Context: an optimization exercise on an open-source flow, tuned for small area, a short achievable clock period and few clock cycles. The choices shown serve that exercise and are no tape-out recipe. Only simulation tests tie the RTL to the original design; equivalence was not proved.

**flow/config.mk**
```make
export PLATFORM = sky130hd
export DESIGN_NAME = mandelbrot_engine
export DESIGN_NICKNAME = mandelbrot_engine
export VERILOG_FILES = /design/flow/design.v
export SDC_FILE = /design/flow/constraint.sdc
export NUM_CORES = 4
export LEC_CHECK = 0
export CAP_MARGIN = 20
export CORE_MARGIN = 2
export CORE_UTILIZATION = 40
export PLACE_DENSITY = 0.6
export SLEW_MARGIN = 20
```
**flow/constraint.sdc**
```tcl
create_clock -name core_clock -period 15.0 [get_ports {tb_clk}]
set_input_delay 3.0000 -clock core_clock [delete_from_list [all_inputs] [get_ports {tb_clk}]]
set_output_delay 3.0000 -clock core_clock [all_outputs]
set_load 0.01 [all_outputs]
```
**flow/design.v**
```verilog
package fractal_pkg;
	typedef logic signed [20-1:0] fx_t;
	typedef struct packed {
		fx_t re;
		fx_t im;
	} complex_t;
	typedef struct packed {
		complex_t origin;
		fx_t step;
		logic [8-1:0] width;
		logic [8-1:0] height;
	} region_t;
	typedef struct packed {
		complex_t z;
		complex_t c;
		logic [8-1:0] iter;
	} iter_state_t;
	typedef struct packed {
		logic [8-1:0] x;
		logic [8-1:0] y;
		logic [8-1:0] count;
	} pixel_result_t;
endpackage
module pixel_calculator (
	input logic tb_clk,
	input logic rst_n,
	input logic step_en,
	input fractal_pkg::iter_state_t state_in,
	output fractal_pkg::iter_state_t state_out,
	output logic escaped,
	output logic out_valid
);
	localparam int WIDE = 2 * 20;
	localparam logic signed [WIDE-1:0] ESCAPE_WIDE = WIDE'(4096);
	fractal_pkg::fx_t z_re;
	fractal_pkg::fx_t z_im;
	fractal_pkg::fx_t c_re;
	fractal_pkg::fx_t c_im;
	logic signed [WIDE-1:0] re_sq_full;
	logic signed [WIDE-1:0] im_sq_full;
	logic signed [WIDE-1:0] cross_full;
	logic signed [WIDE-1:0] re_sq;
	logic signed [WIDE-1:0] im_sq;
	logic signed [WIDE-1:0] cross_x2;
	logic signed [WIDE-1:0] mag;
	logic signed [WIDE-1:0] next_re_wide;
	logic signed [WIDE-1:0] next_im_wide;
	logic escape_now;
	fractal_pkg::iter_state_t next_state;
	assign z_re = state_in.z.re;
	assign z_im = state_in.z.im;
	assign c_re = state_in.c.re;
	assign c_im = state_in.c.im;
	assign re_sq_full = z_re * z_re;
	assign im_sq_full = z_im * z_im;
	assign cross_full = z_re * z_im;
	assign re_sq = re_sq_full >>> 10;
	assign im_sq = im_sq_full >>> 10;
	assign cross_x2 = cross_full >>> (10 - 1);
	assign mag = re_sq + im_sq;
	assign escape_now = mag > ESCAPE_WIDE;
	assign next_re_wide = re_sq - im_sq + c_re;
	assign next_im_wide = cross_x2 + c_im;
	always_comb
	begin
		next_state = state_in;
		if (!escape_now)
		begin
			next_state.z.re = next_re_wide[20-1:0];
			next_state.z.im = next_im_wide[20-1:0];
			next_state.iter = state_in.iter + 1'b1;
		end
	end
	always_ff @(posedge tb_clk)
	begin
		if (!rst_n)
		begin
			out_valid <= 1'b0;
			escaped <= 1'b0;
		end
		else
		begin
			out_valid <= step_en;
			if (step_en)
			begin
				escaped <= escape_now;
			end
		end
	end
	always_ff @(posedge tb_clk)
	begin
		if (step_en)
		begin
			state_out <= next_state;
		end
	end
endmodule
module plane_mapper (
	input logic tb_clk,
	input logic rst_n,
	input logic frame_load,
	input logic advance,
	input fractal_pkg::region_t region,
	output logic [8-1:0] x,
	output logic [8-1:0] y,
	output fractal_pkg::complex_t c,
	output logic last
);
	fractal_pkg::region_t region_q;
	logic row_end;
	assign row_end = (x == region_q.width);
	assign last = row_end && (y == region_q.height);
	always_ff @(posedge tb_clk)
	begin
		if (!rst_n)
		begin
			region_q <= '0;
			x <= '0;
			y <= '0;
		end
		else if (frame_load)
		begin
			region_q <= region;
			x <= '0;
			y <= '0;
		end
		else if (advance)
		begin
			if (row_end)
			begin
				x <= '0;
				y <= y + 1'b1;
			end
			else
			begin
				x <= x + 1'b1;
			end
		end
	end
	always_ff @(posedge tb_clk)
	begin
		if (frame_load)
		begin
			c <= region.origin;
		end
		else if (advance)
		begin
			if (row_end)
			begin
				c.re <= region_q.origin.re;
				c.im <= c.im + region_q.step;
			end
			else
			begin
				c.re <= c.re + region_q.step;
			end
		end
	end
endmodule
module pixel_scheduler (
	input logic tb_clk,
	input logic rst_n,
	input logic start,
	input logic [8-1:0] max_iter,
	input fractal_pkg::complex_t map_c,
	input logic [8-1:0] map_x,
	input logic [8-1:0] map_y,
	input logic map_last,
	output logic frame_load,
	output logic advance,
	output logic step_en,
	output fractal_pkg::iter_state_t state_in,
	input fractal_pkg::iter_state_t state_out,
	input logic escaped,
	input logic out_valid,
	output logic busy,
	output logic pixel_valid,
	output logic frame_done,
	output fractal_pkg::pixel_result_t pixel
);
	typedef enum logic [1:0] {
		st_idle,
		st_load,
		st_iterate,
		st_finish
	} sched_state_t;
	sched_state_t state_q;
	sched_state_t state_d;
	logic hit_limit;
	logic pixel_done;
	logic [8-1:0] count;
	assign hit_limit = state_out.iter >= max_iter;
	assign pixel_done = out_valid && (escaped || hit_limit);
	assign count = escaped ? state_out.iter : max_iter;
	assign busy = (state_q != st_idle);
	always_comb
	begin
		frame_load = 1'b0;
		advance = 1'b0;
		step_en = 1'b0;
		state_in = state_out;
		state_d = state_q;
		case (state_q)
			st_idle:
			begin
				if (start)
				begin
					frame_load = 1'b1;
					state_d = st_load;
				end
			end
			st_load:
			begin
				step_en = 1'b1;
				state_in.z = '0;
				state_in.c = map_c;
				state_in.iter = '0;
				state_d = st_iterate;
			end
			st_iterate:
			begin
				if (pixel_done)
				begin
					state_d = st_finish;
				end
				else if (out_valid)
				begin
					step_en = 1'b1;
				end
			end
			st_finish:
			begin
				if (map_last)
				begin
					state_d = st_idle;
				end
				else
				begin
					advance = 1'b1;
					state_d = st_load;
				end
			end
			default:
			begin
				state_d = st_idle;
			end
		endcase
	end
	always_ff @(posedge tb_clk)
	begin
		if (!rst_n)
		begin
			state_q <= st_idle;
			pixel_valid <= 1'b0;
			frame_done <= 1'b0;
		end
		else
		begin
			state_q <= state_d;
			pixel_valid <= (state_q == st_iterate) && pixel_done;
			frame_done <= (state_q == st_finish) && map_last;
		end
	end
	always_ff @(posedge tb_clk)
	begin
		if ((state_q == st_iterate) && pixel_done)
		begin
			pixel.x <= map_x;
			pixel.y <= map_y;
			pixel.count <= count;
		end
	end
endmodule
module mandelbrot_engine (
	input logic tb_clk,
	input logic rst_n,
	input logic start,
	input logic [75:0] region,
	input logic [8-1:0] max_iter,
	output logic busy,
	output logic pixel_valid,
	output logic frame_done,
	output logic [23:0] pixel
);
	fractal_pkg::complex_t map_c;
	logic [8-1:0] map_x;
	logic [8-1:0] map_y;
	logic map_last;
	logic frame_load;
	logic advance;
	logic step_en;
	fractal_pkg::iter_state_t state_in;
	fractal_pkg::iter_state_t state_out;
	logic escaped;
	logic out_valid;
	plane_mapper plane_mapper_i (
		.tb_clk(tb_clk),
		.rst_n(rst_n),
		.frame_load(frame_load),
		.advance(advance),
		.region(region),
		.x(map_x),
		.y(map_y),
		.c(map_c),
		.last(map_last)
	);
	pixel_scheduler pixel_scheduler_i (
		.tb_clk(tb_clk),
		.rst_n(rst_n),
		.start(start),
		.max_iter(max_iter),
		.map_c(map_c),
		.map_x(map_x),
		.map_y(map_y),
		.map_last(map_last),
		.frame_load(frame_load),
		.advance(advance),
		.step_en(step_en),
		.state_in(state_in),
		.state_out(state_out),
		.escaped(escaped),
		.out_valid(out_valid),
		.busy(busy),
		.pixel_valid(pixel_valid),
		.frame_done(frame_done),
		.pixel(pixel)
	);
	pixel_calculator pixel_calculator_i (
		.tb_clk(tb_clk),
		.rst_n(rst_n),
		.step_en(step_en),
		.state_in(state_in),
		.state_out(state_out),
		.escaped(escaped),
		.out_valid(out_valid)
	);
endmodule
```
**flow/run.sh**
```bash
#!/bin/bash
# synth_recipe.tcl (not shown) runs the flow's synth.tcl, then flattens the netlist and writes it again
# the make line also repeats each setting of config.mk as NAME=value (left out here)
make -C /OpenROAD-flow-scripts/flow DESIGN_CONFIG=/design/flow/config.mk WORK_HOME=/design/flow/orfs CLKGATE_MAP_FILE= SYNTH_SCRIPT=/design/flow/synth_recipe.tcl finish
```
==> out/results.ini <==
[floorplan]
die_x_um = 362.8
core_area_sq_um = 127700
rows = 131
start_util = 0.4032
ios = 114
dieArea_sq_um = 131600
die_y_um = 362.8

[timing]
finalMaxSlewViolations = 0
hold_viol = 0
relSlewSlack = 0.1971
setup_viol = 0
rsz0062_at_grt = no
whs_ps = 464.4
fmax_mhz = 78.64
min_period_ps = 12720
post-route-period-util = 0.8478
finalSetupTns_ps = 0
worst_pin_slew_ps = 1200
clock_skew_ps = 23.05

[clock_network]
clock_sinks = 230
cts-root-buf = clkbuf_16
ctsHoldBuffers = 0
htreeDepth = 1
cts_made_buffers = 27
postCtsSetupBuffers = 0
tritoncts = yes
worst_skew_pair.late_latency_ps = 560
ctsResizeCount = 0
cts_buffer_depth = 3
clkSlewWorstSetupHoldPaths_ps = 60

[routing]
first_iter_violations = 2093
viasPerCell = 5.078
antenna_left = 0
dr_total_vias = 36158
wirelength_um = 139700
first_pass_iters = 7
wire_per_inst_um = 19.62
drc = 0

[critical_path]
critPathMaxFanout = 87
required_ps = 15400
slowest_stage = a2111oi_0
rrSetupSlack_ps = 2280
cp-start-kind = register
r2r-start = pixel_scheduler_i.state_q[1]
r2r-end = pixel_calculator_i.state_out[7]
crit_top_cell = fa_1
reg2regPathDepth = 39
critPathLaunch = pixel_scheduler_i.state_q[1]
critPathMaxStageDelay_ps = 850
worstSetupPathType = register to register
cp-end-kind = register
cp.arrival_ps = 13110

[synth]
synthDistinctLibCells = 76
async_flop_share = 0
synth_cells = 5419
seq_area_frac_synth = 0.1190
syn-cell-area_sq_um = 51490
ys.flop_type = edfxtp_1
synth_fp_nets = 7013
synth-seq-cells = 230
synth-edff-count = 152
avgSynthCellArea_sq_um = 9.501
ys.warnings.count = 3

[global_route]
grtUsageMet2 = 0.3662
grt_pass1_vias = 39200
grt-busiest-layer = met2
grt_overflow = 0
antenna_found_initial = 7
globalRouteTotalUtil = 0.2208
use_met3 = 0.03273
grt_max_degree = 88
grt_use_met1 = 0.3085
grt_pass1_wl_um = 225700

[placement]
gp_congestion = 0.8814
hpwl_um = 111600
port_buffers = 113

[run]
drv_cap = 0

[worst_hold_path]
hold_start = plane_mapper_i.region_q[67]
hold_end = plane_mapper_i.region_q[67]
min_path_type = register to register
min_path_cells = 2

[layout]
final_util = 0.4355
syn2layout_area_growth_pct = 8.002
nNetsFinal = 7026
drive_above_1_share = 0.03742

[run_status]
outcome = finished clean

## critical path: cells and delay by family, from the launching register on
family	cells	cell delay (ps)
compound gates	14	4360
xor+xnor	1	370
fa+ha+maj	10	4580
buf+inv	8	950
flops	1	370
mux	1	90
simple gates	5	1700
## worst max path at each step
| stage | cells past startpoint | slack, ps | to |
|---|---|---|---|
| finish | 39 | 2280 | pixel_calculator_i.state_out[7] |
| global route | 39 | 1510 | pixel_calculator_i.state_out[7] |
| CTS | 39 | 2330 | pixel_calculator_i.state_out[7] |
| detailed placement | 39 | 2370 | pixel_calculator_i.state_out[7] |
| global placement | 39 | 2420 | pixel_calculator_i.state_out[5] |
| floorplan | 47 | 3670 | pixel_calculator_i.state_out[4] |
## layout make-up
cell class | count | area [sq um]
clock buffer | 45 | 907.1
antenna | 7 | 17.52
timing repair buffer | 191 | 1727
tap | 1662 | 2079
multi-input combinational | 3763 | 40150
sequential | 230 | 6126
inverter | 1219 | 4576
clock inverter | 4 | 20.02
fill | 12271 | 72080
## cells in the mapped netlist (all sizes together) (22+ instances only)
master | instances | area (sq um)
a21boi | 65 | 488.0
a21o | 45 | 337.8
a21oi | 142 | 710.7
and2 | 327 | 2046
buf | 22 | 88.83
clkbuf | 185 | 694.4
dfxtp | 78 | 1562
edfxtp | 152 | 4564
fa | 1082 | 21660
ha | 425 | 5318
inv | 1218 | 4572
mux2 | 35 | 394.1
mux2i | 29 | 294.0
nand2 | 633 | 2376
nand2b | 48 | 300.3
nand3 | 39 | 195.2
nor2 | 182 | 683.2
nor2b | 71 | 444.2
nor3 | 44 | 220.2
o21a | 29 | 217.7
o21ai | 133 | 665.6
xnor2 | 163 | 1428
xor2 | 67 | 586.8
## layout by cell type, fill, tap and decap left out, types with 112 or more instances in the layout
cell type        instances
clkdlybuf4s50_1        112
xnor2_1                161
inv_1                 1218
nor2_1                 181
ha_1                   424
edfxtp_1               152
fa_1                  1082
a21oi_1                142
nand2_1                632
and2_1                 326
o21ai_0                128
## state kept, by name, indices dropped and copies added (netlist names)
name and flops:
pixel_calculator_i.state_out 88, plane_mapper_i.region_q 56, plane_mapper_i.c 40, pixel_scheduler_i.pixel 24
plane_mapper_i.x 8, plane_mapper_i.y 8, pixel_scheduler_i.state_q 2, pixel_calculator_i.escaped 1
pixel_calculator_i.out_valid 1, pixel_scheduler_i.frame_done 1, pixel_scheduler_i.pixel_valid 1
## kinds of logic (layout without fill, tap and decap cells)
kind of cell	Yosys count	count (layout)	synth area share
xor+xnor	231	231	0.03956
simple gates	1406	1406	0.1298
flops	230	230	0.1190
fa+ha+maj	1507	1507	0.5240
buf+inv	1426	1459	0.1041
mux	64	64	0.01337
compound gates	555	555	0.07021
other cells	0	7	0
## metal layers
layer,part of all wire,vias up
li1,-,16498
met1,0.44,18536
met2,0.48,924
met3,0.065,196
met4,0.023,4
met5,0.00022,-
## metrics by stage
step                instance area (sq um)  instances  setup WS (ps)
floorplan                           51490       5419           3667
global placement                    54640       7065           2423
detailed placement                  54640       7065           2371
CTS                                 55570       7114           2328
global route                        55590       7116           1510
finish                              55610       7121           2283
Testbench counts, summed over its fixed seeds: cycles 586,268.

[re-timing with driven ports]
Ports are ideal in the flow. The routed layout listed here was re-timed in OpenROAD.
Step 1 assumes that a clkbuf_16 drives the clock port and a buf_2 every other input.
Step 2 also shifts input and output timing later by t, the mid clock arrival at the registers, as if the neighbouring blocks saw the same clock.
Three values: ideal, step 1, step 2; two values: the first two.
t, ns: 0.599
setup WS [ns]: 2.283 / 2.283 / 2.283
hold WS [ns]: 0.464 / 0.464 / 0.464
worst setup path after step 2: register to register
pins driven straight from the clock port: 1
After both steps this run still meets setup and hold. The setup slack of this run moves by 0.000 ns with the drivers and by 0.000 ns with both steps.
